Optimization exercise on an open flow, not production practice. RTL: at most simulated, not proved equivalent. Power: default activity.

<file path="flow/design.v">
`timescale 1ns / 1ps
`default_nettype none
module event_timed_task_dispatch_table_core (
    input  wire logic        clk,
    input  wire logic        rst_n,
    input  wire logic        req_valid,
    output logic             req_ready,
    input  wire logic [1:0]  req_action,
    input  wire logic [7:0]  req_task_id,
    input  wire logic [7:0]  req_trigger_mask,
    input  wire logic        req_use_delay,
    input  wire logic [31:0] req_delay_ticks,
    input  wire logic [7:0]  req_handler_tag,
    input  wire logic [31:0] req_now_ticks,
    input  wire logic [7:0]  req_event_mask,
    output logic             rsp_valid,
    input  wire logic        rsp_ready,
    output logic [2:0]       rsp_status,
    output logic [3:0]       rsp_slot_index,
    output logic [7:0]       rsp_matched_id,
    output logic [7:0]       rsp_matched_handler,
    output logic             rsp_last_result,
    input  wire logic        cfg_we,
    input  wire logic [30:0] cfg_wdata
);
    localparam int N = 16;
    localparam logic [1:0] ACT_ADD    = 2'd0;
    localparam logic [1:0] ACT_REMOVE = 2'd1;
    localparam logic [1:0] ACT_SCAN   = 2'd2;
    localparam logic [1:0] ACT_NONE   = 2'd3;
    localparam logic [2:0] ST_OK        = 3'd0;
    localparam logic [2:0] ST_FULL      = 3'd1;
    localparam logic [2:0] ST_NOT_FOUND = 3'd2;
    localparam logic [2:0] ST_NO_MATCH  = 3'd3;
    localparam logic [2:0] ST_BAD_ID    = 3'd4;
    function automatic logic [N-1:0] lowest(input logic [N-1:0] v);
        logic [N-1:0] below;
        logic [N-1:0] pre;
        pre = v;
        for (int k = 0; k < 4; k++)
            for (int i = N - 1; i >= 0; i--)
                if ((i >> k) & 1)
                    pre[i] = pre[i] | pre[((i >> k) << k) - 1];
        below = {pre[N-2:0], 1'b0};
        lowest = v & ~below;
    endfunction
    function automatic logic [3:0] enc(input logic [N-1:0] oh);
        logic [3:0] e;
        e = '0;
        for (int i = 0; i < N; i++)
            if (oh[i]) e = e | 4'(i);
        enc = e;
    endfunction
    function automatic logic atmost1(input logic [N-1:0] v);
        logic [N-1:0] any, many;
        any  = v;
        many = '0;
        for (int w = N / 2; w >= 1; w = w / 2)
            for (int j = 0; j < w; j++)
            begin
                many[j] = many[2*j+1] | many[2*j] | (any[2*j+1] & any[2*j]);
                any[j]  = any[2*j+1] | any[2*j];
            end
        atmost1 = !many[0];
    endfunction
    function automatic logic lt32(input logic [31:0] a, input logic [31:0] b);
        logic [31:0] l, g;
        l = ~a & b;
        g = a & ~b;
        for (int w = 16; w >= 1; w = w / 2)
            for (int j = 0; j < w; j++)
            begin
                l[j] = l[2*j+1] | (~g[2*j+1] & l[2*j]);
                g[j] = g[2*j+1] | (~l[2*j+1] & g[2*j]);
            end
        lt32 = l[0];
    endfunction
    logic [N-1:0] taken_q;               
    logic [N-1:0] live_q;                
    logic [7:0]   id_q   [N];
    logic [7:0]   mask_q [N];
    logic [31:0]  due_q  [N];
    logic [7:0]   tag_q  [N];
    logic [30:0]  thr_q;
    logic        r_valid;
    logic        r_add;
    logic        r_rem;
    logic        r_scan;
    logic        r_bad;      
    logic        r_addok;    
    logic        r_remok;    
    logic [7:0]  r_id;
    logic [7:0]  r_mask;     
    logic        r_live;     
    logic [7:0]  r_tag;
    logic [15:0] r_x;        
    logic        r_ci;       
    logic        r_wrap;     
    logic         r_ph;            
    logic [31:0]  r_c;             
    logic [N-1:0] ge_q;            
    logic         s2b_valid;
    logic         s2b_add, s2b_rem, s2b_bad;
    logic [N-1:0] s2b_v;
    logic         s2a_valid;
    logic         s2a_add, s2a_rem, s2a_bad;
    logic         s2a_single;    
    logic [N-1:0] s2a_m;         
    logic         q0_valid, q1_valid;
    logic [23:0]  q0, q1;        
    logic         rdy_q;         
    logic         adv_q;         
    logic         ld_q;          
    logic         go_add_q;      
    logic         go_rem_q;      
    logic s2a_push;
    logic s2a_take;
    logic s2b_move;
    logic r_go;
    logic q_pop;
    assign s2a_push  = s2a_valid && !q1_valid;
    assign s2a_take  = !s2a_valid || (s2a_single && !q1_valid);
    assign s2b_move  = s2b_valid && s2a_take;
    assign r_go      = r_valid && adv_q;
    assign q_pop     = q0_valid && rsp_ready;
    assign req_ready = rdy_q;
    logic        in_add;
    logic        in_rem;
    logic        in_bad;
    logic [31:0] in_c;
    logic [15:0] in_x;
    logic        in_ci;
    logic [16:0] in_sum;
    logic [16:0] in_dif;
    logic [7:0]  in_mask;
    assign in_add = (req_action == ACT_ADD);
    assign in_rem = (req_action == ACT_REMOVE);
    assign in_bad = (req_task_id == 8'd0);
    assign in_sum = {1'b0, req_now_ticks[15:0]} + {1'b0, req_delay_ticks[15:0]};
    assign in_dif = {1'b0, req_now_ticks[15:0]} + {1'b0, ~thr_q[15:0]} + 17'd1;
    always_comb
    begin
        if (in_add)
        begin
            in_c    = req_use_delay ? {req_now_ticks[31:16], in_sum[15:0]} : 32'd0;
            in_x    = req_use_delay ? req_delay_ticks[31:16] : 16'd0;
            in_ci   = req_use_delay && in_sum[16];
            in_mask = req_use_delay ? (req_trigger_mask | 8'd1) : req_trigger_mask;
        end
        else
        begin
            in_c    = req_now_ticks;
            in_x    = in_dif[15:0];
            in_ci   = in_dif[16];
            in_mask = req_event_mask;
        end
    end
    logic [N-1:0] free_v, rem_v, scan_v, x_v;
    logic [N-1:0] free_oh, rem_oh;
    logic [N-1:0] timely_v;
    logic [N-1:0] lt_v;            
    logic [16:0]  x_hi;            
    logic [31:0]  x_due;           
    logic [31:0]  x_lo;            
    assign x_hi  = {1'b0, r_c[31:16]} + {1'b0, (r_add ? r_x : ~{1'b0, thr_q[30:16]})}
                   + {16'd0, r_ci};
    assign x_due = {x_hi[15:0], r_c[15:0]};
    assign x_lo  = {x_hi[15:0], r_x};
    always_comb
    begin
        for (int i = 0; i < N; i++)
        begin
            free_v[i]   = !taken_q[i];
            rem_v[i]    = live_q[i] && (id_q[i] == r_id);
            lt_v[i]     = lt32(r_c, due_q[i]);
            timely_v[i] = r_wrap ? (!ge_q[i] || lt_v[i]) : (!ge_q[i] && lt_v[i]);
            scan_v[i]   = live_q[i] && ((mask_q[i] & r_mask) != 8'd0)
                          && (!mask_q[i][0] || timely_v[i]);
        end
    end
    assign free_oh = lowest(free_v);
    assign rem_oh  = lowest(rem_v);
    assign x_v     = r_add ? free_v : (r_rem ? rem_v : scan_v);
    logic do_add, do_rem;
    assign do_add = go_add_q;
    assign do_rem = go_rem_q;
    logic [N-1:0] s2a_oh;        
    logic [N-1:0] s2a_rest;
    logic [3:0]   s2a_idx;
    logic         s2a_any;
    logic [7:0]   s2a_id, s2a_tag;
    logic [23:0]  s2a_word;
    assign s2a_oh   = lowest(s2a_m);
    assign s2a_rest = s2a_m & ~s2a_oh;
    assign s2a_idx  = enc(s2a_oh);
    assign s2a_any  = (s2a_oh != '0);
    always_comb
    begin
        s2a_id  = '0;
        s2a_tag = '0;
        for (int i = 0; i < N; i++)
        begin
            s2a_id  = s2a_id  | (id_q[i]  & {8{s2a_oh[i]}});
            s2a_tag = s2a_tag | (tag_q[i] & {8{s2a_oh[i]}});
        end
        if (!s2a_add && !s2a_rem)
        begin
            if (s2a_any) s2a_word = {ST_OK, s2a_idx, s2a_id, s2a_tag, s2a_single};
            else         s2a_word = {ST_NO_MATCH, 4'd0, 8'd0, 8'd0, 1'b1};
        end
        else if (s2a_bad)
            s2a_word = {ST_BAD_ID, 4'd0, 8'd0, 8'd0, 1'b1};
        else if (!s2a_any)
            s2a_word = {(s2a_add ? ST_FULL : ST_NOT_FOUND), 4'd0, 8'd0, 8'd0, 1'b1};
        else
            s2a_word = {ST_OK, s2a_idx, 8'd0, 8'd0, 1'b1};
    end
    logic r_valid_n, r_scan_n, r_ph_n;
    logic s2b_valid_n, s2a_valid_n, s2a_single_n, q1_valid_n;
    logic adv_n;
    always_comb
    begin
        r_valid_n    = ld_q ? (req_valid && (req_action != ACT_NONE)) : r_valid;
        r_scan_n     = ld_q ? (req_action == ACT_SCAN) : r_scan;
        r_ph_n       = (r_go || !r_valid) ? 1'b0 : (r_scan || r_ph);
        s2b_valid_n  = r_go || (s2b_valid && !s2b_move);
        s2a_valid_n  = s2b_move || (s2a_valid && !(s2a_push && s2a_single));
        if (s2b_move)
            s2a_single_n = s2b_add || s2b_rem || atmost1(s2b_v);
        else if (s2a_push)
            s2a_single_n = atmost1(s2a_rest);
        else
            s2a_single_n = s2a_single;
        q1_valid_n   = q_pop ? 1'b0 : (q1_valid || (s2a_push && q0_valid));
        adv_n        = (!r_scan_n || r_ph_n)
                       && (!s2b_valid_n || !s2a_valid_n || (s2a_single_n && !q1_valid_n));
    end
    always_ff @(posedge clk or negedge rst_n)
    begin
        if (!rst_n)
        begin
            taken_q   <= '0;
            live_q    <= '0;
            thr_q     <= 31'd1000;
            rdy_q     <= 1'b1;
            adv_q     <= 1'b0;
            ld_q      <= 1'b1;
            go_add_q  <= 1'b0;
            go_rem_q  <= 1'b0;
            r_valid   <= 1'b0;
            r_ph      <= 1'b0;
            s2b_valid <= 1'b0;
            s2a_valid <= 1'b0;
            q0_valid  <= 1'b0;
            q1_valid  <= 1'b0;
        end
        else
        begin
            if (cfg_we)
                thr_q <= cfg_wdata;
            r_valid   <= r_valid_n;
            r_ph      <= r_ph_n;
            s2b_valid <= s2b_valid_n;
            s2a_valid <= s2a_valid_n;
            q1_valid  <= q1_valid_n;
            q0_valid  <= q1_valid || s2a_push || (q0_valid && !rsp_ready);
            rdy_q     <= !r_valid_n || adv_n;
            adv_q     <= adv_n;
            ld_q      <= !(r_valid_n && !adv_n);
            go_add_q  <= r_valid_n && adv_n
                         && (ld_q ? (in_add && !in_bad) : r_addok);
            go_rem_q  <= r_valid_n && adv_n
                         && (ld_q ? (in_rem && !in_bad) : r_remok);
            for (int i = 0; i < N; i++)
            begin
                if (do_add && free_oh[i])
                begin
                    taken_q[i] <= 1'b1;
                    live_q[i]  <= r_live;
                end
                if (do_rem && rem_oh[i])
                begin
                    taken_q[i] <= 1'b0;
                    live_q[i]  <= 1'b0;
                end
            end
        end
    end
    always_ff @(posedge clk)
    begin
        r_scan     <= r_scan_n;
        s2a_single <= s2a_single_n;
        if (ld_q)
        begin
            r_add   <= in_add;
            r_rem   <= in_rem;
            r_bad   <= in_bad;
            r_addok <= in_add && !in_bad;
            r_remok <= in_rem && !in_bad;
            r_id    <= req_task_id;
            r_mask  <= in_mask;
            r_live  <= (in_mask != 8'd0);
            r_tag   <= req_handler_tag;
            r_c     <= in_c;
            r_x     <= in_x;
            r_ci    <= in_ci;
        end
        else if (r_scan && !r_ph)
        begin
            r_c    <= x_lo;
            r_wrap <= !x_hi[16];
        end
        if (!r_ph)
            ge_q <= lt_v;
        for (int i = 0; i < N; i++)
        begin
            if (do_add && free_oh[i])
            begin
                id_q[i]   <= r_id;
                mask_q[i] <= r_mask;
                due_q[i]  <= x_due;
                tag_q[i]  <= r_tag;
            end
        end
        if (r_go)
        begin
            s2b_add <= r_add;
            s2b_rem <= r_rem;
            s2b_bad <= r_bad;
            s2b_v   <= x_v;
        end
        if (s2b_move)
        begin
            s2a_add <= s2b_add;
            s2a_rem <= s2b_rem;
            s2a_bad <= s2b_bad;
            s2a_m   <= s2b_v;
        end
        else if (s2a_push)
        begin
            s2a_m   <= s2a_rest;
        end
        if (q_pop)
        begin
            if (q1_valid) q0 <= q1;
            else if (s2a_push) q0 <= s2a_word;
        end
        else if (s2a_push)
        begin
            if (!q0_valid) q0 <= s2a_word;
            else           q1 <= s2a_word;
        end
    end
    assign rsp_valid = q0_valid;
    assign {rsp_status, rsp_slot_index, rsp_matched_id, rsp_matched_handler, rsp_last_result} = q0;
endmodule
`default_nettype wire
</file>
<file path="flow/run.sh">
#!/bin/bash
# synth_recipe.tcl (not shown) runs the flow's synth.tcl, then flattens the netlist and writes it again
# the make line also repeats each setting of config.mk as NAME=value (left out here)
make -C /OpenROAD-flow-scripts/flow DESIGN_CONFIG=/design/flow/config.mk WORK_HOME=/design/flow/orfs CLKGATE_MAP_FILE= SYNTH_SCRIPT=/design/flow/synth_recipe.tcl finish
</file>
<file path="flow/config.mk">
export PLATFORM = sky130hd
export DESIGN_NAME = event_timed_task_dispatch_table_core
export DESIGN_NICKNAME = event_timed_task_dispatch_table_core
export VERILOG_FILES = /design/flow/design.v
export SDC_FILE = /design/flow/constraint.sdc
export NUM_CORES = 4
export LEC_CHECK = 0
export ABC_CLOCK_PERIOD_IN_PS = 2500
export CAP_MARGIN = 20
export CORE_MARGIN = 2
export CORE_UTILIZATION = 55
export CTS_CLUSTER_DIAMETER = 141
export CTS_CLUSTER_SIZE = 20
export SETUP_SLACK_MARGIN = 5.0
export SLEW_MARGIN = 20
export TNS_END_PERCENT = 15
</file>
<file path="flow/constraint.sdc">
create_clock -name core_clock -period 8.5 [get_ports {clk}]
set_input_delay 1.7000 -clock core_clock [delete_from_list [all_inputs] [get_ports {clk}]]
set_output_delay 1.7000 -clock core_clock [all_outputs]
set_load 0.01 [all_outputs]
</file>
==> out/qor.yml, run 1 <==
outcome: "no timing/DRC/antenna violations"
drc: 0
ir_drop_mv: 0.3100
clk_path_buf_depth: 3
synthFlopType: "edfxtp_1"
die_y_microns: 317.7
worst_hold_startpoint: "r_bad"
ys_seq_elements: 1153
crit_end: "s2b_v[4]"
io_buffers: 160
yosysTopAreaCellShare_pct: 59.70
total_leakage_power_nw: 20.22
r2r-start: "r_c[8]"
drive_gt1_share_pct: 10.37
htreeDepth: 3
rrSetupSlack_ns: 4.72
skew_ns: 0.02999
synth_area_leaders: "edfxtp_1, maj3_1, dfrtp_1, a21oi_1, a22oi_1"
relSlewSlack_pct: 19.67
layout_min_cycle_time_ns: 3.778
worst_slew_pin_slew_ns: 1.199
critPathTopFamily: "compound AO/OA/AOI/OAI gates"
grt_max_degree: 58
yosysSeqAreaShare_pct: 63.24
max_freq_ghz: 0.2647
wl_per_cell_microns: 27.22
num_vias: 36005
viasPerCell: 6.279
detail_route.iter0.violations: 3910
worstPathArrival_ns: 4.27
yosys_warnings: 5
cp_num_cells: 13
power_density_mw_per_mm2: 312.4
cts-root-buf: "clkbuf_16"
io_pins: 161
dp_hpwl_mm: 99.63
grt_usage_pct: 30.72
finalHoldViolations: 0
cts_buffers: 67
ant_nets: 0
fillCellCount: 7614
placementRows: 115
ff2ff_path_depth: 13
start_util_pct: 55.23
postSynthCellCount: 4195
cp_num_buf_inv: 3
required_ns: 8.99
grt_setup_unrepaired: "true"
hold_buffers: 0
synth-edff-count: 1076
hold_class: "register to register"
yosys.area.top_type: "edfxtp_1"
grt_pass1_wl_mm: 228.8
slowest_delay_ns: 0.48
worst_setup_path_end_kind: "register"
critPathKind: "register to register"
async_reset_ff_share_pct: 6.331
setup_violations: 0
core_area_sq_mm: 0.09799
worstSetupStartpoint: "r_c[8]"
ys_types: 88
r2r-end: "s2b_v[4]"
antenna_found_initial: 17
cp_slowest_cell: "edfxtp_1"
crit_chain: "buf_4 -> buf_4 -> bufbuf_16 -> nand2b_1 -> maj3_1 -> o21ai_0 -> a211oi_1 -> o21ai_0 -> a21oi_1 -> o221ai_1 -> a21oi_2 -> o21ai_1 -> a22oi_1"
drt-total-wl_mm: 156.1
cp_max_fo: 11
area_growth_pct: 12.63
fin_ws_ns: 4.722
gp_congestion: 0.9011
slew_viol_final: 0
overflow: 0
place_ws_ns: 3.509
die_area_sq_mm: 0.1009
cts_tree: "done"
die_w_microns: 317.7
finalSetupTns_ns: 0
drtPass1Iterations: 5
grt_pass1_vias: 34350
cts.clk_slew.worst_paths_ns: 0.10
cp-start-kind: "register"
fin_util_pct: 62.21
clock_sinks: 1153
fin_hold_ws_ns: 0.4193
fin_crit_sh_pct: 44.45
syn_area_sq_mm: 0.05412
synth_nets: 4381
nNetsFinal: 4602
worstSkewPairLatency_ns: 0.67
maxCapViolCount: 0
syn_avg_cell_area_sq_um: 12.90
## cell type report
cell class | count | area [sq um] | area share, %
antenna | 2 | 5.005 | 0.008211
inverter | 146 | 585.6 | 0.9607
tap | 1287 | 1610 | 2.642
timing repair buffer | 356 | 3513 | 5.764
timing repair inverter | 2 | 10.01 | 0.01642
multi-input combinational | 2690 | 19140 | 31.40
clock buffer | 91 | 1788 | 2.933
sequential | 1153 | 34230 | 56.16
clock inverter | 7 | 68.82 | 0.1129
## per-stage QoR
step	power, mW	cell area (sq um)	std cells
2_1_floorplan	11.93	54150	4195
3_3_place_gp	14.78	57540	5546
3_5_place_dp	14.85	57560	5547
4_1_cts	18.96	60640	5710
5_1_grt	19.84	60950	5732
6_report	19.04	60950	5734
## metal layers
metal	routed length (microns)	vias to the layer above	track usage (%)	share of wire, %
li1	-	16326	-	-
met1	68240	18032	44.68	44
met2	69890	1406	47.00	45
met4	5486	24	10.26	3.5
met3	12300	217	5.515	7.9
met5	165	-	0	0.11
## synthesized netlist by cell type (all sizes together), types with 17 or more instances
library cell,number
o21a,23
maj3,400
o21ai,167
dfrtp,66
o211ai,48
a21oi,230
a221oi,56
nor3,41
nor4,29
a22o,28
buf,49
o221ai,17
a31oi,28
clkbuf,157
nand4,28
inv,143
o22ai,23
ha,47
nor2b,162
a22oi,145
a21o,32
mux2,39
xnor2,94
xor2,65
nand3,75
nand2,269
nand2b,164
nor2,214
a211oi,26
o31ai,17
mux2i,24
and3,18
edfxtp,1076
## state kept, by name, indices dropped and copies added, names as in the netlist, 24 cells and up
name and cells:
tag_q 128, due_q 512, q1 24, mask_q 128, id_q 128, thr_q 31, r_c 32, q0 24
## where the power goes
group,switching [mW],internal [mW],total (mW)
logic,5.03,2.69,7.72
registers,0.327,7.64,7.96
clock network,1.87,1.49,3.35
## cells in the final DEF, fill, tap and decap left out, types with 56 or more instances in the layout
cell / Yosys / layout
a221oi_1: 56 / 56
clkbuf_16: 0 / 69
o21ai_0: 146 / 140
inv_1: 136 / 130
xnor2_1: 94 / 91
nand3_1: 74 / 72
buf_4: 2 / 160
a21oi_1: 230 / 217
dfrtp_1: 66 / 66
maj3_1: 394 / 390
clkdlybuf4s50_1: 0 / 149
xor2_1: 65 / 63
nor2b_1: 162 / 155
nand2b_1: 164 / 164
nor2_1: 214 / 200
nand2_1: 269 / 268
edfxtp_1: 1076 / 1076
a22oi_1: 145 / 144
## repair_timing
action                                  CTS  global route
cloned                                   11             1
pin swaps                                39            27
setup buffers                            54            21
resized for setup                       138            40
endpoints found under the setup margin  360           346
## kinds of logic (layout without fill, tap and decap cells)
| group | after synthesis | in the layout | share of synthesized area (%) |
|---|---|---|---|
| XOR/XNOR | 159 | 159 | 2.573 |
| buffers and inverters | 352 | 602 | 2.501 |
| adder cells (fa/ha/maj) | 451 | 451 | 8.646 |
| AND/OR/NAND/NOR | 1066 | 1066 | 9.987 |
| AO/OA/AOI/OAI | 951 | 951 | 11.80 |
| other | 0 | 2 | 0 |
| multiplexers | 63 | 63 | 1.255 |
| flip-flops | 1153 | 1153 | 63.24 |
## worst min path at each step
| stage | cells past startpoint | to | slack [ns] |
|---|---|---|---|
| after floorplan | 0 | s2a_bad | 0.40 |
| after global placement | 0 | s2b_bad | 0.40 |
| after detailed placement | 0 | s2b_bad | 0.40 |
| after CTS | 0 | s2b_bad | 0.42 |
| after global routing | 0 | s2b_bad | 0.42 |
| final | 0 | s2b_bad | 0.42 |
Testbench counts, summed over its fixed seeds: cycles 7,989, items 3,200.
==> run 2: changes to the inputs <==
--- a/flow/config.mk
+++ b/flow/config.mk
@@ -5,12 +5,11 @@
 export SDC_FILE = /design/flow/constraint.sdc
 export NUM_CORES = 4
 export LEC_CHECK = 0
-export ABC_CLOCK_PERIOD_IN_PS = 2500
+export ABC_CLOCK_PERIOD_IN_PS = 3500
 export CAP_MARGIN = 20
 export CORE_MARGIN = 2
-export CORE_UTILIZATION = 55
+export CORE_UTILIZATION = 40
 export CTS_CLUSTER_DIAMETER = 141
 export CTS_CLUSTER_SIZE = 20
 export SETUP_SLACK_MARGIN = 5.0
 export SLEW_MARGIN = 20
-export TNS_END_PERCENT = 15
==> run 2 against run 1 <==
Against the previous run: combinational power is 5.8% higher; non-clock buffer count is 25 higher; sequential power hardly changed; critical endpoint is now due_q[9][30]; highest routed layer unchanged.
==> out/qor.yml, run 2 <==
wl_per_cell_microns: 25.01  # -8.1%
hold_class: "register to register"
overflow: 0  # unchanged
io_pins: 161  # unchanged
relSlewSlack_pct: 23.71  # +4.0 points
crit_chain: "buf_12 -> mux2i_2 -> fa_2 -> inv_2 -> fa_2 -> nor2b_2 -> o21ai_2 -> a21boi_2 -> o211ai_1 -> a21boi_1 -> o211ai_1 -> buf_4 -> a21oi_4 -> o41a_1 -> buf_4 -> a21oi_4 -> clkbuf_16"
fin_crit_sh_pct: 42.79  # -1.7 points
finalHoldViolations: 0  # unchanged
grt_usage_pct: 22.13  # -8.6 points
worst_slew_pin_slew_ns: 1.144  # -0.05510 ns
layout_min_cycle_time_ns: 3.637  # -0.1414 ns
finalSetupTns_ns: 0  # unchanged
slew_viol_final: 0  # unchanged
dp_hpwl_mm: 101.1  # +1.4%
async_reset_ff_share_pct: 6.331  # unchanged
cts_tree: "done"
fin_util_pct: 46.67  # -16 points
die_w_microns: 371.8  # +17%
grt_pass1_wl_mm: 227.2  # -0.73%
cp-start-kind: "register"
critPathKind: "register to register"
synth-edff-count: 1076  # unchanged
ys_seq_elements: 1153  # unchanged
outcome: "no timing/DRC/antenna violations"
worstSkewPairLatency_ns: 0.67  # about the same
synth_nets: 4381  # unchanged
placementRows: 134  # +17%
clk_path_buf_depth: 3  # unchanged
switching_share_pct: 38.09  # +0.15 points
skew_ns: 0.02889  # -0.001094 ns
cts_buffers: 67  # unchanged
layout_common_cells: "edfxtp_1, maj3_1, nand2_1, a21oi_1, nor2_1"
yosysSeqAreaShare_pct: 63.24  # unchanged
start_util_pct: 40.45  # -15 points
ys_top_cells_by_count: "edfxtp_1, maj3_1, nand2_1"
postSynthCellCount: 4195  # unchanged
grt_pass1_vias: 34235  # -0.33%
num_vias: 35729  # -0.77%
cp_num_buf_inv: 5  # +2
p_clk_share_pct: 17.4  # -0.2 points
met2_usage_pct: 35.09  # -12 points
clock_sinks: 1153  # unchanged
drt-total-wl_mm: 156.6  # +0.33%
ant_nets: 0  # unchanged
yosys_warnings: 5  # unchanged
cp_max_fo: 8  # -3
synth.most_common_cell: "edfxtp_1"
area_growth_pct: 15.38
die_y_microns: 371.8  # +17%
worstPathArrival_ns: 4.17  # -0.10 ns
top_usage_layer: "met2"
hold_buffers: 0  # unchanged
cts.clk_slew.worst_paths_ns: 0.09  # about the same
ir_drop_mv: 0.2927  # -5.6%
antenna_found_initial: 7  # -10
synthFlopType: "edfxtp_1"
internal_power_mw: 12.08  # +2.2%
grt_setup_unrepaired: "true"
grt_max_degree: 58  # unchanged
die_area_sq_mm: 0.1383  # +37%
viasPerCell: 5.706  # -9.1%
detail_route.iter0.violations: 3524  # -9.9%
largest-register: "due_q"
cts-root-buf: "clkbuf_16"
nNetsFinal: 4632  # +0.65%
maxCapViolCount: 0  # unchanged
slowest_delay_ns: 0.44  # -0.04 ns
worst_setup_path_end_kind: "register"
power_density_mw_per_mm2: 312.3  # about the same
io_buffers: 160  # unchanged
largest_register_ffs: 512  # unchanged
met3_usage_pct: 3.027  # -2.5 points
drc: 0  # unchanged
syn_area_sq_mm: 0.05412  # unchanged
cp_slowest_cell: "edfxtp_1"
p_sw_mw: 7.429  # +2.8%
grt_use_met1_pct: 31.09  # -14 points
yosysTopAreaCellShare_pct: 59.70  # unchanged
gp_congestion: 0.8595  # -4.6%
critPathTopFamily: "compound AO/OA/AOI/OAI gates"
p_seq_share_pct: 40.7  # -1.1 points
p_comb_share_pct: 41.9  # +1.3 points
setup_violations: 0  # unchanged
ys_types: 88  # unchanged
drtPass1Iterations: 5  # unchanged
rrSetupSlack_ns: 4.86  # +0.14 ns
syn_avg_cell_area_sq_um: 12.90  # unchanged
required_ns: 9.03  # +0.04 ns
yosys.area.top_type: "edfxtp_1"
total_leakage_power_nw: 20.48  # +1.3%
max_freq_ghz: 0.2750  # +3.9%
layout_commonest_cell: "edfxtp_1"
core_area_sq_mm: 0.1338  # +37%
drive_gt1_share_pct: 12.43  # +2.1 points
htreeDepth: 3  # unchanged
synth_area_leaders: "edfxtp_1, maj3_1, dfrtp_1, a21oi_1, a22oi_1"
run 2: metrics by stage:
| step | instance area [sq um] | power (mW) | setup WS (ns) | hold WS [ns] | cells |
|---|---|---|---|---|---|
| after floorplan | 54410 | 11.99 | 4.476 | 0.4003 | 4195 |
| after global placement | 58260 | 14.73 | 3.470 | 0.4069 | 6018 |
| after detailed placement | 58300 | 14.86 | 3.433 | 0.4072 | 6019 |
| after CTS | 61550 | 19.10 | 4.769 | 0.4215 | 6204 |
| after global routing | 62440 | 20.34 | 4.775 | 0.4319 | 6259 |
| final | 62440 | 19.50 | 4.863 | 0.4180 | 6262 |
run 2: power groups by stage:
| stage | clock network [mW] | registers (mW) | logic [mW] |
|---|---|---|---|
| CTS | 3.49 | 7.92 | 7.69 |
| global route | 3.68 | 7.97 | 8.69 |
| finish | 3.40 | 7.93 | 8.17 |
| global placement | 0 | 8.13 | 6.60 |
| floorplan | 0 | 8.12 | 3.87 |
| detailed placement | 0 | 8.14 | 6.72 |
run 2: final timing paths:
path | cells after the start | start | endpoint
max | 17 | r_add | due_q[9][30]
min | 0 | r_bad | s2b_bad
max reg2reg | 17 | r_add | due_q[9][30]
min reg2reg | 0 | r_bad | s2b_bad
max in group asynchronous | 2 | rst_n | live_q[13]
min in group asynchronous | 1 | rst_n | thr_q[16]
run 2: final cells by class:
class,instances,area [sq um]
Timing Repair inverter,5,33.78
Antenna cell,4,10.01
Clock inverter,5,73.82
Clock buffer,108,1873
Timing Repair Buffer,381,3762
Sequential cell,1153,34230
Fill cell,11926,71350
Multi-Input combinational cell,2692,19620
Tap cell,1768,2212
Inverter,146,633.1
run 2: repair_timing:
| action | in CTS | in global routing |
|---|---|---|
| setup buffers | 63 | 44 |
| pin swaps | 61 | 57 |
| gates resized for setup | 164 | 93 |
| setup endpoints to repair | 362 | 228 |
| cloned | 9 | 8 |
run 2: worst reg2reg max path: stages, from the launching register on:
cell and delay (ns):
edfxtp_1 0.44, buf_12 0.16, mux2i_2 0.15, fa_2 0.36
inv_2 0.06, fa_2 0.21, nor2b_2 0.05, o21ai_2 0.17
a21boi_2 0.09, o211ai_1 0.17, a21boi_1 0.12, o211ai_1 0.30
buf_4 0.19, a21oi_4 0.07, o41a_1 0.35, buf_4 0.15
a21oi_4 0.25, clkbuf_16 0.23
run 2: per-layer routing:
metal,up-vias,routed length [microns],part of all wire (%)
met3,199,10090,6.4
li1,16399,-,-
met4,2,5800,3.7
met1,17955,68560,44
met5,-,12,0.0077
met2,1174,72130,46
run 2: logic make-up after synthesis:
kind of cell | Yosys count | synth area share [%]
compound gates | 951 | 11.80
xor+xnor | 159 | 2.573
fa+ha+maj | 451 | 8.646
buf+inv | 352 | 2.501
flops | 1153 | 63.24
mux | 63 | 1.255
simple gates | 1066 | 9.987
==> run 3: changes to the inputs <==
--- a/flow/design.v
+++ b/flow/design.v
@@ -132,12 +132,14 @@
     logic        in_ci;
     logic [16:0] in_sum;
     logic [16:0] in_dif;
+    logic [17:0] in_dif_w;
     logic [7:0]  in_mask;
     assign in_add = (req_action == ACT_ADD);
     assign in_rem = (req_action == ACT_REMOVE);
     assign in_bad = (req_task_id == 8'd0);
     assign in_sum = {1'b0, req_now_ticks[15:0]} + {1'b0, req_delay_ticks[15:0]};
-    assign in_dif = {1'b0, req_now_ticks[15:0]} + {1'b0, ~thr_q[15:0]} + 17'd1;
+    assign in_dif = in_dif_w[17:1];
+    assign in_dif_w = {1'b0, req_now_ticks[15:0], 1'b1} + {1'b0, ~thr_q[15:0], 1'b1};
     always_comb
     begin
         if (in_add)
@@ -160,10 +162,11 @@
     logic [N-1:0] timely_v;
     logic [N-1:0] lt_v;            
     logic [16:0]  x_hi;            
+    logic [17:0]  x_hi_w;
     logic [31:0]  x_due;           
     logic [31:0]  x_lo;            
-    assign x_hi  = {1'b0, r_c[31:16]} + {1'b0, (r_add ? r_x : ~{1'b0, thr_q[30:16]})}
-                   + {16'd0, r_ci};
+    assign x_hi_w = {1'b0, r_c[31:16], 1'b1} + {1'b0, (r_add ? r_x : ~{1'b0, thr_q[30:16]}), r_ci};
+    assign x_hi   = x_hi_w[17:1];
     assign x_due = {x_hi[15:0], r_c[15:0]};
     assign x_lo  = {x_hi[15:0], r_x};
     always_comb
--- a/flow/config.mk
+++ b/flow/config.mk
@@ -8,7 +8,7 @@
 export ABC_CLOCK_PERIOD_IN_PS = 3500
 export CAP_MARGIN = 20
 export CORE_MARGIN = 2
-export CORE_UTILIZATION = 40
+export CORE_UTILIZATION = 55
 export CTS_CLUSTER_DIAMETER = 141
 export CTS_CLUSTER_SIZE = 20
 export SETUP_SLACK_MARGIN = 5.0
==> run 3 against run 2 <==
Against the previous run: die area down 27%; global-route usage up 7.8 points; synthesized cell count up 0.52%; fmax up 2.5%; setup slack better by 0.089 ns; design area down 0.81%; total power up 3.0%; sequential power up 2%; wire length down 2.4%; sequential cell count unchanged; highest routed layer unchanged.
==> out/qor.yml, run 3 <==
outcome: "no timing/DRC/antenna violations"
nNetsFinal: 4657  # +0.54%
start_util_pct: 55.33  # +15 points
worst_slew_pin_slew_ns: 1.083  # -0.06120 ns
clock_sinks: 1153  # unchanged
cp_slowest_cell: "a2111o_1"
placed_area_sq_mm: 0.05782  # -0.83%
critPathTopFamily: "compound AO/OA/AOI/OAI gates"
drtPass1Iterations: 8  # +3
cp-start-kind: "input port"
dp_hpwl_mm: 98.00  # -3.0%
largest_register_ffs: 512  # unchanged
layout_min_cycle_time_ns: 3.548  # -0.08872 ns
cts_tree: "done"
synth_nets: 4403  # +0.50%
cp_num_buf_inv: 3  # -2
cpMostUsedCell: "buf_4"
r2r-start: "r_c[6]"
worst_hold_startpoint: "r_bad"
yosysSeqAreaShare_pct: 63.04  # -0.20 points
finalPower_mw: 20.08  # +3.0%
max_freq_ghz: 0.2818  # +2.5%
cp_num_cells: 12  # -5
hold_buffers: 0  # unchanged
antenna_found_initial: 11  # +4
gp_congestion: 0.8705  # +1.3%
synth_area_leaders: "edfxtp_1, maj3_1, dfrtp_1, a21oi_1, nand2b_1"
holdPathStages: 0  # unchanged
syn_avg_cell_area_sq_um: 12.88  # -0.20%
ys_top_cells_by_count: "edfxtp_1, maj3_1, nand2_1"
yosys_warnings: 5  # unchanged
slowest_delay_ns: 0.44  # about the same
hold_class: "register to register"
io_buffers: 160  # unchanged
maxCapViolCount: 0  # unchanged
layout_common_cells: "edfxtp_1, maj3_1, nand2_1, a21oi_1, nor2_1"
ir_drop_mv: 0.4675  # +60%
ys_seq_elements: 1153  # unchanged
htreeDepth: 3  # unchanged
detail_route.iter0.violations: 4136  # +17%
crit_chain: "dlygate4sd2_1 -> ha_4 -> a21oi_4 -> o21bai_1 -> a2111o_1 -> buf_4 -> buf_4 -> a31o_2 -> a21oi_2 -> xnor2_1 -> nand3_1 -> a22oi_2"
largest-register: "due_q"
cts-root-buf: "clkbuf_16"
skew_ns: 0.02048  # -0.008410 ns
num_vias: 35907  # +0.50%
finalSetupTns_ns: 0  # unchanged
drc: 0  # unchanged
io_pins: 161  # unchanged
fin_hold_ws_ns: 0.4253  # +0.007358 ns
core_area_sq_mm: 0.09813  # -27%
drt-total-wl_mm: 152.9  # -2.4%
place_inst: 5565  # -7.5%
multi_input_area_sq_mm: 0.01967  # +0.26%
drive_gt1_share_pct: 12.91  # +0.48 points
ant_nets: 0  # unchanged
synth-edff-count: 1076  # unchanged
yosys.area.top_type: "edfxtp_1"
final_area_sq_mm: 0.06194  # -0.81%
overflow: 0  # unchanged
worstSkewPairLatency_ns: 0.66  # about the same
worst_setup_path_end_kind: "register"
grt_pass1_wl_mm: 225.3  # -0.81%
required_ns: 8.98  # -0.05 ns
syn_area_sq_mm: 0.05429  # +0.32%
wl_per_cell_microns: 26.38  # +5.5%
area_growth_pct: 14.08
grt_pass1_vias: 34295  # +0.18%
yosysTopAreaCellShare_pct: 59.51  # -0.19 points
grt_setup_unrepaired: "true"
layout_commonest_cell: "edfxtp_1"
slew_viol_final: 0  # unchanged
total_leakage_power_nw: 20.52  # +0.23%
synth.most_common_cell: "edfxtp_1"
postSynthCellCount: 4217  # +0.52%
power_density_mw_per_mm2: 324.3  # +3.8%
fin_cells: 5794  # -7.5%
worstPathArrival_ns: 4.03  # -0.14 ns
die_area_sq_mm: 0.1012  # -27%
viasPerCell: 6.197  # +8.6%
regArea_sq_mm: 0.03423  # unchanged
ff2ff_path_depth: 12  # -5
synthFlopType: "edfxtp_1"
grt_max_degree: 67  # +16%
die_y_microns: 318.2  # -14%
cts_buffers: 67  # unchanged
finalHoldViolations: 0  # unchanged
relSlewSlack_pct: 27.64  # +3.9 points
worstSetupStartpoint: "req_delay_ticks[2]"
fin_crit_sh_pct: 41.74  # -1.0 points
cts.clk_slew.worst_paths_ns: 0.09  # about the same
grt_usage_pct: 29.93  # +7.8 points
setup_violations: 0  # unchanged
critPathKind: "input port to register"
ys_types: 99  # +13%
placementRows: 115  # -14%
fillCellCount: 7573  # -37%
async_reset_ff_share_pct: 6.331  # unchanged
cp_max_fo: 3  # -5
die_w_microns: 318.2  # -14%
clk_path_buf_depth: 3  # unchanged
run 3: power by group:
part | switching (mW) | internal, mW
Clock | 1.84 | 1.51
Sequential | 0.361 | 7.73
Combinational | 5.59 | 3.06
run 3: path summary, 6_finish.rpt:
path / endpoint / slack [ns]
worst max-delay path: r_c[9] / 4.95
worst min-delay path: s2b_bad / 0.43
worst max register to register: s2b_v[10] / 4.95
worst min register to register: s2b_bad / 0.43
max in group asynchronous: thr_q[0] / 6.42
min in group asynchronous: live_q[1] / 0.84
run 3: through the flow:
step / util (%) / setup WS (ns)
finish: 63.12 / 4.952
global route: 63.10 / 4.879
CTS: 62.48 / 4.814
detailed placement: 58.92 / 3.535
global placement: 58.90 / 3.616
floorplan: - / 4.587
run 3: final cells by class:
class                   instances  area share [%]
diodes                          7         0.02828
clock buffers                  92           2.927
flip-flops and latches       1153           55.26
multi-input cells            2701           31.75
clock inverters                 6          0.1091
repair inverters                9         0.09090
well taps                    1287           2.600
repair buffers                380           6.111
inverters                     159           1.119
run 3: cells by family after synthesis:
family                     Yosys count  share of synthesized area [%]
adders and majority gates          461                          8.819
buffers and inverters              363                          2.682
DFF                               1153                          63.04
xor gates and xnor gates           164                          2.646
and+or+nand+nor                   1089                          10.27
AOI/OAI and AO/OA                  934                          11.42
muxes                               53                          1.125
run 3: metal layers:
layer  wire length, microns  part of all wire (%)  global-route usage, %  vias to the layer above
met5                     72                 0.047                      0                        -
met4                   4617                   3.0                  8.636                       12
met3                  11930                   7.8                  5.100                      198
met2                  68120                    45                  45.57                     1322
met1                  68130                    45                  44.41                    17953
li1                       -                     -                      -                    16422
run 3: what timing repair did:
| item | CTS | global route |
|---|---|---|
| gates resized for setup | 172 | 91 |
| cloned | 16 | 1 |
| endpoints found under the setup margin | 328 | 164 |
| buffers inserted | 80 | 27 |
| pin swaps | 52 | 77 |
Testbench counts of run 3, summed over its fixed seeds: cycles 7,989, items 3,200.
==> run 4: changes to the inputs <==
--- a/flow/config.mk
+++ b/flow/config.mk
@@ -5,7 +5,7 @@
 export SDC_FILE = /design/flow/constraint.sdc
 export NUM_CORES = 4
 export LEC_CHECK = 0
-export ABC_CLOCK_PERIOD_IN_PS = 3500
+export ABC_AREA = 1
 export CAP_MARGIN = 20
 export CORE_MARGIN = 2
 export CORE_UTILIZATION = 55
==> run 4 against run 3 <==
Against the previous run: critical path depth is 6 lower; first-iteration DRC count up 15%; die area is 3.6% higher; total power fell by 3.2%; register-to-register slack improved by 0.14 ns; clock-buffer cell count rose by 8; clock power about the same; wire length increased by 7.6%; final cell count rose by 28%; synthesized cell count increased by 39%; synthesized area grew 3.7%; design area rose by 0.29%; largest cell class unchanged.
==> out/qor.yml, run 4 <==
cts-root-buf: "clkbuf_16"
grt_setup_unrepaired: "true"
layout_commonest_cell: "nand2_1"
largest-register: "due_q"
ff2ff_path_depth: 16  # +4
r2r-start: "r_c[5]"
synthFlopType: "edfxtp_1"
ys_top_cells_by_count: "nand2_1, edfxtp_1, nor2_1"
detail_route.iter0.violations: 4750  # +15%
wl_per_cell_microns: 22.13  # -16%
p_clk_share_pct: 17.2  # +0.6 points
critPathKind: "input port to register"
area_growth_pct: 10.34
met2_usage_pct: 47.78  # +2.2 points
r2r-end: "s2b_v[12]"
max_freq_ghz: 0.2920  # +3.6%
synth_area_leaders: "edfxtp_1, nand2_1, nor2_1, inv_1, a21oi_1"
slew_viol_final: 0  # unchanged
maxCapViolCount: 0  # unchanged
grt_use_met1_pct: 45.76  # +1.3 points
met3_usage_pct: 4.589  # -0.51 points
die_area_sq_mm: 0.1049  # +3.6%
finalPower_mw: 19.45  # -3.2%
die_y_microns: 323.9  # +1.8%
postSynthCellCount: 5872  # +39%
layout_common_cells: "nand2_1, edfxtp_1, nor2_1, inv_1, a21oi_1"
overflow: 0  # unchanged
worst_hold_startpoint: "r_bad"
grt_pass1_vias: 39153  # +14%
die_w_microns: 323.9  # +1.8%
p_comb_share_pct: 41.9  # -1.2 points
clk_path_buf_depth: 3  # unchanged
p_sw_mw: 8.084  # +3.8%
clock_sinks: 1153  # unchanged
syn_avg_cell_area_sq_um: 9.588  # -26%
place_inst: 7302  # +31%
finalHoldViolations: 0  # unchanged
io_pins: 161  # unchanged
placementRows: 117  # +1.7%
required_ns: 8.88  # -0.10 ns
cp_slowest_cell: "clkdlybuf4s50_1"
min_to: "s2b_bad"
viasPerCell: 5.769  # -6.9%
core_area_sq_mm: 0.1016  # +3.5%
fillCellCount: 8448  # +12%
skew_ns: 0.02940  # +0.008914 ns
p_seq_share_pct: 40.9  # +0.6 points
cp_num_buf_inv: 3  # unchanged
syn_area_sq_mm: 0.05630  # +3.7%
synth-edff-count: 1076  # unchanged
fin_crit_sh_pct: 40.29  # -1.5 points
ys_seq_elements: 1153  # unchanged
nNetsFinal: 6219  # +34%
crit_chain: "clkdlybuf4s50_1 -> nand2_1 -> nor2_4 -> clkinvlp_4 -> a21oi_4 -> buf_12"
layout_min_cycle_time_ns: 3.425  # -0.1236 ns
final_area_sq_mm: 0.06212  # +0.29%
num_vias: 42907  # +19%
top_usage_layer: "met2"
fin_hold_ws_ns: 0.4293  # +0.003996 ns
ant_nets: 0  # unchanged
cts_buffers: 67  # unchanged
htreeDepth: 3  # unchanged
worst_setup_path_end_kind: "register"
outcome: "no timing/DRC/antenna violations"
placed_area_sq_mm: 0.05973  # +3.3%
worstSkewPairLatency_ns: 0.67  # about the same
cp-start-kind: "input port"
power_density_mw_per_mm2: 313.0  # -3.5%
internal_power_mw: 11.36  # -7.6%
ir_drop_mv: 0.3456  # -26%
place_ws_ns: 3.617  # +0.08221 ns
setup_violations: 0  # unchanged
hold_buffers: 0  # unchanged
cts.clk_slew.worst_paths_ns: 0.08  # about the same
yosys_warnings: 5  # unchanged
cts_tree: "done"
hold_class: "register to register"
largest_register_ffs: 512  # unchanged
grt_usage_pct: 30.87  # +0.94 points
start_util_pct: 55.42  # +0.089 points
gp_congestion: 0.9133  # +4.9%
async_reset_ff_share_pct: 6.331  # unchanged
drt-total-wl_mm: 164.6  # +7.6%
drc: 0  # unchanged
critPathTopFamily: "buffers and inverters"
yosysTopAreaCellShare_pct: 57.39  # -2.1 points
yosysSeqAreaShare_pct: 60.79  # -2.2 points
total_leakage_power_nw: 24.40  # +19%
antenna_found_initial: 8  # -3
drive_gt1_share_pct: 6.395  # -6.5 points
dp_hpwl_mm: 111.5  # +14%
drtPass1Iterations: 8  # unchanged
grt_max_degree: 60  # -10%
finalSetupTns_ns: 0  # unchanged
worstPathArrival_ns: 3.80  # -0.23 ns
yosys.area.top_type: "edfxtp_1"
fin_cells: 7437  # +28%
slowest_delay_ns: 0.77  # +0.33 ns
cp_max_fo: 12  # +9
grt_pass1_wl_mm: 240.0  # +6.5%
holdPathStages: 0  # unchanged
ys_types: 68  # -31%
relSlewSlack_pct: 26.17  # -1.5 points
worst_slew_pin_slew_ns: 1.107  # +0.02431 ns
io_buffers: 160  # unchanged
fin_ws_ns: 5.075  # +0.1236 ns
rrSetupSlack_ns: 5.09  # +0.14 ns
fin_util_pct: 61.15  # -2.0 points
synth_nets: 6058  # +38%
synth.most_common_cell: "nand2_1"
switching_share_pct: 41.57  # +2.8 points
-- run 4: cell types whose count changed after synthesis, sizes merged, moves of 74 or more --
cell | before | now
nand2 | 262 | 1531
inv | 153 | 619
nor2 | 224 | 664
maj3 | 410 | 0
nand2b | 165 | 2
nor2b | 163 | 0
o21ai | 202 | 334
a21oi | 227 | 357
a22oi | 133 | 3
nand3 | 84 | 214
xnor2 | 104 | 23
a31oi | 28 | 102
-- run 4: power by group through the flow --
| stage | clock, mW | sequential, mW | combinational [mW] |
|---|---|---|---|
| 3_5_place_dp | 0 | 8.17 | 7.57 |
| 3_3_place_gp | 0 | 8.16 | 7.44 |
| 5_1_grt | 3.58 | 7.99 | 8.82 |
| 2_1_floorplan | 0 | 8.13 | 4.27 |
| 4_1_cts | 3.40 | 7.98 | 7.90 |
| 6_report | 3.35 | 7.95 | 8.14 |
-- run 4: area by class of cell --
| cell class | count | area, sq um | area share, % |
|---|---|---|---|
| diodes | 2 | 5.005 | 0.008057 |
| clock buffers | 100 | 1843 | 2.967 |
| clock inverters | 3 | 26.28 | 0.04230 |
| inverters | 625 | 2405 | 3.871 |
| multi-input cells | 3904 | 19270 | 31.02 |
| flip-flops and latches | 1153 | 34230 | 55.10 |
| well taps | 1368 | 1712 | 2.755 |
| repair buffers | 274 | 2581 | 4.155 |
| repair inverters | 8 | 50.05 | 0.08057 |
-- run 4: kinds of logic (layout without fill, tap and decap cells) --
group	Yosys count	in the layout	share of synthesized area (%)
flops	1153	1153	60.79
xor+xnor	69	69	1.073
buf+inv	817	1010	5.662
fa+ha+maj	51	51	1.173
compound gates	1085	1086	11.27
other cells	0	2	0
simple gates	2677	2678	19.64
mux	20	20	0.3956
-- run 4: how the worst max path moves through the flow --
stage / start / to / cells after the start
floorplan: taken_q[0] / live_q[9] / 6
global placement: rsp_ready / q0[2] / 5
detailed placement: rsp_ready / q0[2] / 5
CTS: r_c[14] / s2b_v[3] / 16
global route: taken_q[0] / live_q[13] / 13
finish: rsp_ready / q0[15] / 6
-- run 4: timing repair --
item | in CTS | in global routing
cloned | 4 | 6
gates resized for setup | 26 | 34
hold endpoints to repair | 0 | 0
setup endpoints to repair | 144 | 208
pin swaps | 4 | 4
buffers inserted | 12 | 5
-- run 4: metal layers --
metal,share of wire [%],vias to the layer above
met1,44,20573
met2,45,1717
met3,8.6,218
li1,-,20393
met5,0.023,-
met4,2.5,6
==> run 5: changes to the inputs <==
--- a/flow/config.mk
+++ b/flow/config.mk
@@ -8,8 +8,9 @@
 export ABC_AREA = 1
 export CAP_MARGIN = 20
 export CORE_MARGIN = 2
-export CORE_UTILIZATION = 55
+export CORE_UTILIZATION = 70
 export CTS_CLUSTER_DIAMETER = 141
 export CTS_CLUSTER_SIZE = 20
+export PLACE_DENSITY = 0.78
 export SETUP_SLACK_MARGIN = 5.0
 export SLEW_MARGIN = 20
==> run 5 against run 4 <==
Against the previous run: still clean; register-to-register slack barely moved; sequential share of layout area is 0.20 points higher; first-iteration DRC count up 14%; setup slack improved by 0.00097 ns; largest cell class unchanged.
==> out/qor.yml, run 5 <==
cts_buffers: 67  # unchanged
postSynthCellCount: 5872  # unchanged
p_comb_share_pct: 40.3  # -1.6 points
fin_ws_ns: 5.076  # +0.0009700 ns
finalSetupTns_ns: 0  # unchanged
cts_tree: "done"
worst_hold_startpoint: "adv_q"
die_area_sq_mm: 0.08272  # -21%
num_antenna_cells: 0  # -2
yosys_warnings: 5  # unchanged
async_reset_ff_share_pct: 6.331  # unchanged
p_seq_share_pct: 42.0  # +1.1 points
start_util_pct: 70.35  # +15 points
layout_min_cycle_time_ns: 3.424  # -0.0009700 ns
max_freq_ghz: 0.2921  # about the same
drtPass1Iterations: 6  # -2
fin_util_pct: 77.34  # +16 points
grt_setup_unrepaired: "true"
dp_hpwl_mm: 105.3  # -5.6%
largest_register_ffs: 512  # unchanged
gp_congestion: 0.9344  # +2.3%
syn_area_sq_mm: 0.05630  # unchanged
area_growth_pct: 9.936
placementRows: 104  # -11%
die_w_microns: 287.6  # -11%
switching_share_pct: 40.55  # -1.0 points
drc: 0  # unchanged
fin_crit_sh_pct: 40.28  # about the same
viasPerCell: 6.198  # +7.4%
grt_max_degree: 60  # unchanged
power_density_mw_per_mm2: 309.8  # -1.0%
fillCellCount: 5266  # -38%
drive_gt1_share_pct: 6.486  # +0.090 points
cts-root-buf: "clkbuf_16"
ys_top_cells_by_count: "nand2_1, edfxtp_1, nor2_1"
detail_route.iter0.violations: 5413  # +14%
cp_max_fo: 18  # +6
cts.clk_slew.worst_paths_ns: 0.08  # about the same
regArea_sq_mm: 0.03423  # about the same
outcome: "no timing/DRC/antenna violations"
internal_power_mw: 11.40  # +0.32%
wl_per_cell_microns: 22.10  # -0.11%
antenna_found_initial: 5  # -3
p_sw_mw: 7.774  # -3.8%
syn_avg_cell_area_sq_um: 9.588  # unchanged
hold_buffers: 0  # unchanged
relSlewSlack_pct: 20.17  # -6.0 points
clock_sinks: 1153  # unchanged
synth-edff-count: 1076  # unchanged
slew_viol_final: 0  # unchanged
ys_types: 68  # unchanged
worstPathArrival_ns: 3.77  # -0.03 ns
grt_pass1_wl_mm: 233.5  # -2.7%
yosysTopAreaCellShare_pct: 57.39  # unchanged
grt_pass1_vias: 41692  # +6.5%
worst_setup_path_end_kind: "register"
grt_usage_pct: 37.47  # +6.6 points
worstSetupStartpoint: "r_c[1]"
synthFlopType: "edfxtp_1"
skew_ns: 0.02827  # -0.001127 ns
maxCapViolCount: 0  # unchanged
total_leakage_power_nw: 24.42  # about the same
worst_slew_pin_slew_ns: 1.196  # +0.08893 ns
synth.most_common_cell: "nand2_1"
num_vias: 44223  # +3.1%
io_buffers: 160  # unchanged
nNetsFinal: 6213  # -0.096%
cp-start-kind: "register"
htreeDepth: 3  # unchanged
r2r-start: "r_c[1]"
multi_input_area_sq_mm: 0.01933  # +0.30%
finalHoldViolations: 0  # unchanged
fin_hold_ws_ns: 0.4680  # +0.03861 ns
required_ns: 8.85  # -0.03 ns
ant_nets: 0  # unchanged
critPathKind: "register to register"
synth_nets: 6058  # unchanged
layout_common_cells: "nand2_1, edfxtp_1, nor2_1, inv_1, a21oi_1"
die_y_microns: 287.6  # -11%
yosys.area.top_type: "edfxtp_1"
core_area_sq_mm: 0.08003  # -21%
setup_violations: 0  # unchanged
largest-register: "due_q"
ys_seq_elements: 1153  # unchanged
synth_area_leaders: "edfxtp_1, nand2_1, nor2_1, inv_1, a21oi_1"
hold_class: "register to register"
place_ws_ns: 3.801  # +0.1839 ns
finalPower_mw: 19.17  # -1.4%
io_pins: 161  # unchanged
yosysSeqAreaShare_pct: 60.79  # unchanged
clk_path_buf_depth: 3  # unchanged
worstSkewPairLatency_ns: 0.66  # about the same
p_clk_share_pct: 17.7  # +0.5 points
ir_drop_mv: 0.3293  # -4.7%
layout_commonest_cell: "nand2_1"
overflow: 0  # unchanged
drt-total-wl_mm: 157.7  # -4.2%
[run 5: changes by cell type in the layout (fill, tap and decap cells not counted), moves of 3 or more]
cell	change
buf_4	-8
clkinv_8	+3
xor2_1	-5
clkinv_2	-3
xor2_2	+3
clkbuf_1	+11
clkinvlp_4	+5
[run 5: worst paths after layout]
kind                                   to  slack (ns)  depth (start not counted)
min in group asynchronous       live_q[2]        0.91                          1
worst max-delay path             s2b_v[8]        5.08                         16
max in group asynchronous        q0_valid        6.30                          2
worst max register to register   s2b_v[8]        5.08                         16
worst min-delay path                 r_ph        0.47                          1
worst min register to register       r_ph        0.47                          1
[run 5: stage by stage]
stage / cells / area (sq um)
after floorplan: 5872 / 56390
after global placement: 6971 / 59200
after detailed placement: 6972 / 59210
after CTS: 7100 / 61400
after global routing: 7135 / 61900
final: 7135 / 61900
[run 5: power by group through the flow]
stage               registers (mW)  clock network (mW)  logic, mW
detailed placement            8.22                   0       6.93
global placement              8.21                   0       6.75
CTS                           8.09                3.39       7.14
finish                        8.06                3.39       7.73
floorplan                     8.13                   0       4.27
global route                  8.09                3.59       8.30
[run 5: repair_timing]
action / 4_1_cts / 5_1_grt
resized for setup: 34 / 37
endpoints found under the setup margin: 184 / 256
gates cloned: 4 / 6
pin swaps: 3 / 7
buffers inserted: 7 / 25
[run 5: cells by family (layout without fill, tap and decap cells)]
kind of cell	count (synthesis)	in the layout	synth area share, %
xor+xnor	69	69	1.073
compound gates	1085	1086	11.27
buf+inv	817	1019	5.662
simple gates	2677	2677	19.64
flops	1153	1153	60.79
fa+ha+maj	51	51	1.173
mux	20	20	0.3956
[run 5: layout make-up]
type | count | area share [%]
clock buffers | 112 | 3.085
clock inverters | 5 | 0.1071
inverters | 625 | 3.901
multi-input cells | 3903 | 31.22
flip-flops and latches | 1153 | 55.31
well taps | 1060 | 2.143
repair buffers | 268 | 4.138
repair inverters | 9 | 0.09703
[run 5: worst max-delay path, cell delays in order, from the launching register on]
cell and delay (ns):
edfxtp_1 0.40, buf_4 0.36, clkinvlp_2 0.72, nor2_1 0.30, o21ai_0 0.10, nand2_1 0.07
nand3_1 0.06, nand2_1 0.06, nand2_1 0.10, nand2_1 0.09, nand2_1 0.11, nand2_1 0.08
nand2_1 0.17, nand2_1 0.12, nand2_1 0.10, nand2_1 0.08, a21boi_0 0.18
[run 5: per-layer routing]
layer	vias to the layer above	wire (microns)	share of wire (%)	global-route usage (%)
met5	-	53	0.034	0
met4	8	7869	5.0	17.47
met3	418	20090	13	8.201
met2	2743	71690	45	59.03
met1	20654	57980	37	50.21
li1	20400	-	-	-
==> run 6: changes to the inputs <==
==> flow/flow/run.sh (new file) <==
#!/bin/bash
set -euo pipefail
sed 's/SETUP_SLACK_MARGIN=5\.0 /SETUP_SLACK_MARGIN=5.5 /' standard.sh > standard_margin.sh
grep -q 'SETUP_SLACK_MARGIN=5.5 ' standard_margin.sh
bash standard_margin.sh > standard_flow.log 2>&1
==> flow/standard.sh (new file) <==
#!/bin/bash
# synth_recipe.tcl (not shown) runs the flow's synth.tcl, then flattens the netlist and writes it again
# the make line also repeats each setting of config.mk as NAME=value (left out here)
make -C /OpenROAD-flow-scripts/flow DESIGN_CONFIG=/design/flow/config.mk WORK_HOME=/design/flow/orfs CLKGATE_MAP_FILE= SYNTH_SCRIPT=/design/flow/synth_recipe.tcl "${@:-finish}"
--- a/flow/config.mk
+++ b/flow/config.mk
@@ -8,9 +8,8 @@
 export ABC_AREA = 1
 export CAP_MARGIN = 20
 export CORE_MARGIN = 2
-export CORE_UTILIZATION = 70
+export CORE_UTILIZATION = 55
 export CTS_CLUSTER_DIAMETER = 141
 export CTS_CLUSTER_SIZE = 20
-export PLACE_DENSITY = 0.78
 export SETUP_SLACK_MARGIN = 5.0
 export SLEW_MARGIN = 20
removed: flow/run.sh
==> run 6 against run 5 <==
Against the previous run: critical path depth fell by 15; critical endpoint is now req_ready; synthesized cell count unchanged; first-iteration DRC count shrank 12%; design area grew 3.3%; synthesized area stayed put; clock skew increased by 0.0017 ns; still clean on timing, DRC and antenna; sequential cell count unchanged; highest routed layer unchanged; setup slack improved by 0.25 ns.
==> out/qor.yml, run 6 <==
outcome: "no timing/DRC/antenna violations"
detail_route.iter0.violations: 4758  # -12%
placementRows: 117  # +13%
ys_seq_elements: 1153  # unchanged
finalHoldViolations: 0  # unchanged
syn_avg_cell_area_sq_um: 9.588  # unchanged
fin_ws_ns: 5.330  # +0.2533 ns
synthFlopType: "edfxtp_1"
ys_top_cells_by_count: "nand2_1, edfxtp_1, nor2_1"
required_ns: 6.80  # -2.05 ns
yosys_warnings: 5  # unchanged
placed_area_sq_mm: 0.05985  # +1.1%
drtPass1Iterations: 8  # +2
postSynthCellCount: 5872  # unchanged
antenna_found_initial: 8  # +3
synthSimpleGateAreaFrac_pct: 19.64  # unchanged
cts_buffers: 67  # unchanged
yosys.area.top_type: "edfxtp_1"
clk_path_buf_depth: 3  # unchanged
synth_top_family_by_area: "simple AND/OR/NAND/NOR gates"
finalSetupTns_ns: 0  # unchanged
die_w_microns: 323.9  # +13%
dp_hpwl_mm: 111.1  # +5.6%
worst_slew_pin_slew_ns: 1.186  # -0.01011 ns
grt_pass1_wl_mm: 244.5  # +4.7%
io_buffers: 160  # unchanged
worstSetupStartpoint: "rdy_q"
yosysSeqAreaShare_pct: 60.79  # unchanged
final_area_sq_mm: 0.06395  # +3.3%
wl_per_cell_microns: 22.22  # +0.56%
layout_common_cells: "nand2_1, edfxtp_1, nor2_1, inv_1, a21oi_1"
num_vias: 43575  # -1.5%
hold_buffers: 0  # unchanged
r2r-start: "s2a_m[0]"
slew_viol_final: 0  # unchanged
synthMuxAreaShare_pct: 0.3956  # unchanged
ant_nets: 0  # unchanged
r2r-end: "q0[14]"
yosysTopAreaCellShare_pct: 57.39  # unchanged
num_antenna_cells: 0  # unchanged
layout_min_cycle_time_ns: 3.170  # -0.2533 ns
grt_setup_unrepaired: "true"
setup_violations: 0  # unchanged
synth_nets: 6058  # unchanged
area_growth_pct: 13.58
gp_congestion: 0.9175  # -1.8%
worstSkewPairLatency_ns: 0.67  # about the same
grt_max_degree: 73  # +22%
relSlewSlack_pct: 20.82  # +0.65 points
drive_gt1_share_pct: 10.19  # +3.7 points
crit_end: "req_ready"
ir_drop_mv: 0.3032  # -7.9%
synth-edff-count: 1076  # unchanged
layout_commonest_cell: "nand2_1"
nNetsFinal: 6329  # +1.9%
synth_area_leaders: "edfxtp_1, nand2_1, nor2_1, inv_1, a21oi_1"
skew_ns: 0.02994  # +0.001666 ns
cp_max_fo: 2  # -16
cts.clk_slew.worst_paths_ns: 0.09  # about the same
syn_area_sq_mm: 0.05630  # unchanged
power_density_mw_per_mm2: 309.6  # about the same
synth_compound_area_share_pct: 11.27  # unchanged
fillCellCount: 8316  # +58%
hold_class: "register to register"
ff2ff_path_depth: 12  # -4
async_reset_ff_share_pct: 6.331  # unchanged
critPathTopFamily: "flip-flops"
cp_num_cells: 1  # -15
worstPathArrival_ns: 1.47  # -2.30 ns
critPathKind: "register to output port"
cts_tree: "done"
viasPerCell: 5.770  # -6.9%
maxCapViolCount: 0  # unchanged
crit_chain: "buf_6"
cp-start-kind: "register"
core_area_sq_mm: 0.1016  # +27%
rrSetupSlack_ns: 5.49  # +0.41 ns
synth_xor_area_share_pct: 1.073  # unchanged
max_freq_ghz: 0.3154  # +8.0%
cp_num_buf_inv: 1  # -1
grt_pass1_vias: 39604  # -5.0%
total_leakage_power_nw: 25.15  # +3.0%
worst_setup_path_end_kind: "output port"
die_y_microns: 323.9  # +13%
largest-register: "due_q"
die_area_sq_mm: 0.1049  # +27%
place_ws_ns: 3.624  # -0.1775 ns
synth.most_common_cell: "nand2_1"
fin_crit_sh_pct: 37.30  # -3.0 points
io_pins: 161  # unchanged
drt-total-wl_mm: 167.8  # +6.4%
yosys.area_share.adder_pct: 1.173  # unchanged
overflow: 0  # unchanged
clock_sinks: 1153  # unchanged
ys_types: 68  # unchanged
cp_slowest_cell: "dfstp_4"
slowest_delay_ns: 0.69  # -0.03 ns
largest_register_ffs: 512  # unchanged
htreeDepth: 3  # unchanged
drc: 0  # unchanged
grt_usage_pct: 31.50  # -6.0 points
start_util_pct: 55.42  # -15 points
cts-root-buf: "clkbuf_16"
==> run 6: final cells by class <==
| cell class | instances | area (sq um) | share of cell area (%) |
|---|---|---|---|
| tap | 1368 | 1712 | 2.677 |
| clock inverter | 2 | 17.52 | 0.02739 |
| inverter | 625 | 2497 | 3.905 |
| sequential | 1153 | 34230 | 53.53 |
| timing repair buffer | 377 | 3607 | 5.641 |
| clock buffer | 108 | 1916 | 2.996 |
| timing repair inverter | 12 | 88.84 | 0.1389 |
| multi-input combinational | 3907 | 19880 | 31.08 |
==> run 6: timing repair <==
item	4_1_cts	5_1_grt
gates cloned	15	7
buffers inserted	67	52
endpoints found under the setup margin	543	483
resized for setup	251	123
pin swaps	23	23
==> run 6: layer usage <==
layer	vias up	global-route usage, %	part of all wire (%)
met5	-	0	0.022
met4	6	8.683	2.6
met3	253	4.726	8.7
met2	1788	50.20	46
met1	20909	45.20	43
li1	20619	-	-
==> run 6: worst min-delay path by stage <==
stage	start	end	slack, ns	cells past startpoint
floorplan	s2b_bad	s2a_bad	0.40	0
global placement	r_bad	s2b_bad	0.41	0
detailed placement	s2b_bad	s2a_bad	0.41	0
CTS	s2b_bad	s2a_bad	0.43	0
global route	r_bad	s2b_bad	0.44	0
finish	s2b_bad	s2a_bad	0.43	0
==> run 6: per-stage QoR <==
| step | util [%] | total power [mW] | cells | hold slack [ns] |
|---|---|---|---|---|
| CTS | 62.07 | 19.54 | 7492 | 0.4265 |
| finish | 62.94 | 19.80 | 7552 | 0.4252 |
| global route | 62.94 | 20.78 | 7552 | 0.4371 |
| detailed placement | 58.91 | 15.49 | 7300 | 0.4072 |
| global placement | 58.89 | 15.38 | 7299 | 0.4051 |
| floorplan | - | 12.43 | 5872 | 0.4003 |
==> run 6: cells by family (layout without fill, tap and decap cells) <==
group | after synthesis | after routing
adder cells (fa/ha/maj) | 51 | 51
flip-flops | 1153 | 1153
AO/OA/AOI/OAI | 1085 | 1086
AND/OR/NAND/NOR | 2677 | 2681
XOR/XNOR | 69 | 69
multiplexers | 20 | 20
buffers and inverters | 817 | 1124
==> run 6: where the power goes <==
group / internal (mW) / total [mW] / switching, mW
registers: 7.65 / 7.96 / 0.313
clock network: 1.56 / 3.41 / 1.85
logic: 2.57 / 8.43 / 5.86
==> run 7: changes to the inputs <==
==> flow/flow/run.sh (replaced) <==
#!/bin/bash
set -euo pipefail
sed 's/SETUP_SLACK_MARGIN=5\.0 /SETUP_SLACK_MARGIN=5.25 /' standard.sh > standard_margin.sh
grep -q 'SETUP_SLACK_MARGIN=5.25 ' standard_margin.sh
bash standard_margin.sh > standard_flow.log 2>&1
==> run 7 against run 6 <==
Against the previous run: still clean on timing, DRC and antenna; clock skew shrank 0.0037 ns; sequential power is essentially flat; combinational power down 6.4%; register-to-register slack got worse by 0.13 ns; design area fell by 2.1%; clock-buffer cell count is 1 lower; core utilization decreased by 1.3 points; sequential cell count stayed put; critical path type unchanged.
==> out/qor.yml, run 7 <==
synth.most_common_cell: "nand2_1"
required_ns: 6.80  # about the same
dp_hpwl_mm: 110.4  # -0.71%
yosys.area_share.adder_pct: 1.173  # unchanged
ys_seq_elements: 1153  # unchanged
grt_max_degree: 59  # -19%
synth-edff-count: 1076  # unchanged
fin_cells: 7483  # -0.91%
skew_ns: 0.02621  # -0.003724 ns
io_buffers: 160  # unchanged
rrSetupSlack_ns: 5.36  # -0.13 ns
grt_pass1_vias: 39216  # -0.98%
holdPathStages: 0  # unchanged
postSynthCellCount: 5872  # unchanged
cp_num_buf_inv: 1  # unchanged
worstSkewPairLatency_ns: 0.68  # about the same
syn_area_sq_mm: 0.05630  # unchanged
slowest_delay_ns: 0.68  # about the same
num_vias: 43061  # -1.2%
maxCapViolCount: 0  # unchanged
wl_per_cell_microns: 21.98  # -1.1%
viasPerCell: 5.755  # -0.27%
layout_min_cycle_time_ns: 3.193  # +0.02296 ns
hold_buffers: 0  # unchanged
htreeDepth: 3  # unchanged
place_inst: 7294  # -0.082%
ant_nets: 0  # unchanged
relSlewSlack_pct: 22.33  # +1.5 points
cp_max_fo: 3  # +1
synth_area_leaders: "edfxtp_1, nand2_1, nor2_1, inv_1, a21oi_1"
power_density_mw_per_mm2: 307.8  # -0.59%
ff2ff_path_depth: 16  # +4
critPathKind: "register to output port"
layout_common_cells: "nand2_1, edfxtp_1, nor2_1, inv_1, a21oi_1"
overflow: 0  # unchanged
drc: 0  # unchanged
critPathTopFamily: "flip-flops"
worst_setup_path_end_kind: "output port"
min_to: "s2a_bad"
layout_commonest_cell: "nand2_1"
synth_nets: 6058  # unchanged
grt_pass1_wl_mm: 240.3  # -1.7%
start_util_pct: 55.42  # unchanged
detail_route.iter0.violations: 4647  # -2.3%
fin_crit_sh_pct: 37.57  # +0.27 points
async_reset_ff_share_pct: 6.331  # unchanged
cp_slowest_cell: "dfstp_4"
worst_slew_pin_slew_ns: 1.164  # -0.02256 ns
synth_compound_area_share_pct: 11.27  # unchanged
drt-total-wl_mm: 164.5  # -2.0%
synthMuxAreaShare_pct: 0.3956  # unchanged
die_y_microns: 323.9  # unchanged
die_area_sq_mm: 0.1049  # unchanged
io_pins: 161  # unchanged
cts_buffers: 67  # unchanged
crit_chain: "buf_2"
cp-start-kind: "register"
clk_path_buf_depth: 3  # unchanged
synthFlopType: "edfxtp_1"
worstPathArrival_ns: 1.49  # +0.02 ns
largest_register_ffs: 512  # unchanged
largest-register: "due_q"
yosysTopAreaCellShare_pct: 57.39  # unchanged
yosys.area.top_type: "edfxtp_1"
nNetsFinal: 6256  # -1.2%
yosys_warnings: 5  # unchanged
antenna_found_initial: 9  # +1
syn_avg_cell_area_sq_um: 9.588  # unchanged
ir_drop_mv: 0.3323  # +9.6%
placementRows: 117  # unchanged
outcome: "no timing/DRC/antenna violations"
[run 7: cell counts after synthesis]
Identical to the previous run, type by type.
[run 7: worst max-delay path by stage]
stage                     start         to  depth (start not counted)
6_report                  rdy_q  req_ready                          1
5_1_grt              taken_q[2]  live_q[7]                         12
4_1_cts               rsp_ready     q1[13]                          4
3_5_place_dp          rsp_ready      q0[3]                          5
3_3_place_gp          rsp_ready      q0[1]                          5
2_1_floorplan  req_now_ticks[0]    r_x[14]                         17
[run 7: final cells by class]
cell class / count / area, sq um / share of cell area [%]
well taps: 1368 / 1712 / 2.734
repair buffers: 309 / 2835 / 4.528
multi-input cells: 3904 / 19400 / 30.99
clock buffers: 107 / 1869 / 2.985
inverters: 625 / 2431 / 3.883
repair inverters: 10 / 65.06 / 0.1039
flip-flops and latches: 1153 / 34230 / 54.67
diodes: 1 / 2.502 / 0.003996
clock inverters: 6 / 67.56 / 0.1079
[run 7: stage by stage]
step | hold slack (ns) | total power [mW] | instance area, sq um | setup WS (ns) | utilization [%]
5_1_grt | 0.4513 | 20.27 | 62610 | 5.238 | 61.63
4_1_cts | 0.4351 | 19.05 | 62040 | 5.169 | 61.07
6_report | 0.4397 | 19.27 | 62620 | 5.307 | 61.63
3_5_place_dp | 0.4147 | 15.45 | 59750 | 3.857 | 58.81
3_3_place_gp | 0.4076 | 15.33 | 59720 | 3.866 | 58.78
2_1_floorplan | 0.4003 | 12.40 | 56480 | 4.863 | -
[run 7: power breakdown]
group / switching [mW] / internal, mW
Sequential: 0.322 / 7.66
Clock: 1.87 / 1.53
Combinational: 5.67 / 2.23
Total: 7.86 / 11.4
[run 7: cell families after synthesis]
logic type | after synthesis
adders and majority gates | 51
and+or+nand+nor | 2677
buffers and inverters | 817
muxes | 20
DFF | 1153
AOI/OAI and AO/OA | 1085
xor gates and xnor gates | 69
[run 7: repair_timing]
action                     CTS  global route
setup buffers               19            43
cloned                       8             5
pin swaps                    5            17
gates resized for setup     84            54
setup endpoints to repair  344           303
[run 7: routing by layer]
metal / global-route usage, % / routed length (microns)
met1: 44.11 / 71240
met2: 49.94 / 76090
met3: 4.508 / 12890
met5: 0 / 71
met4: 8.272 / 4197
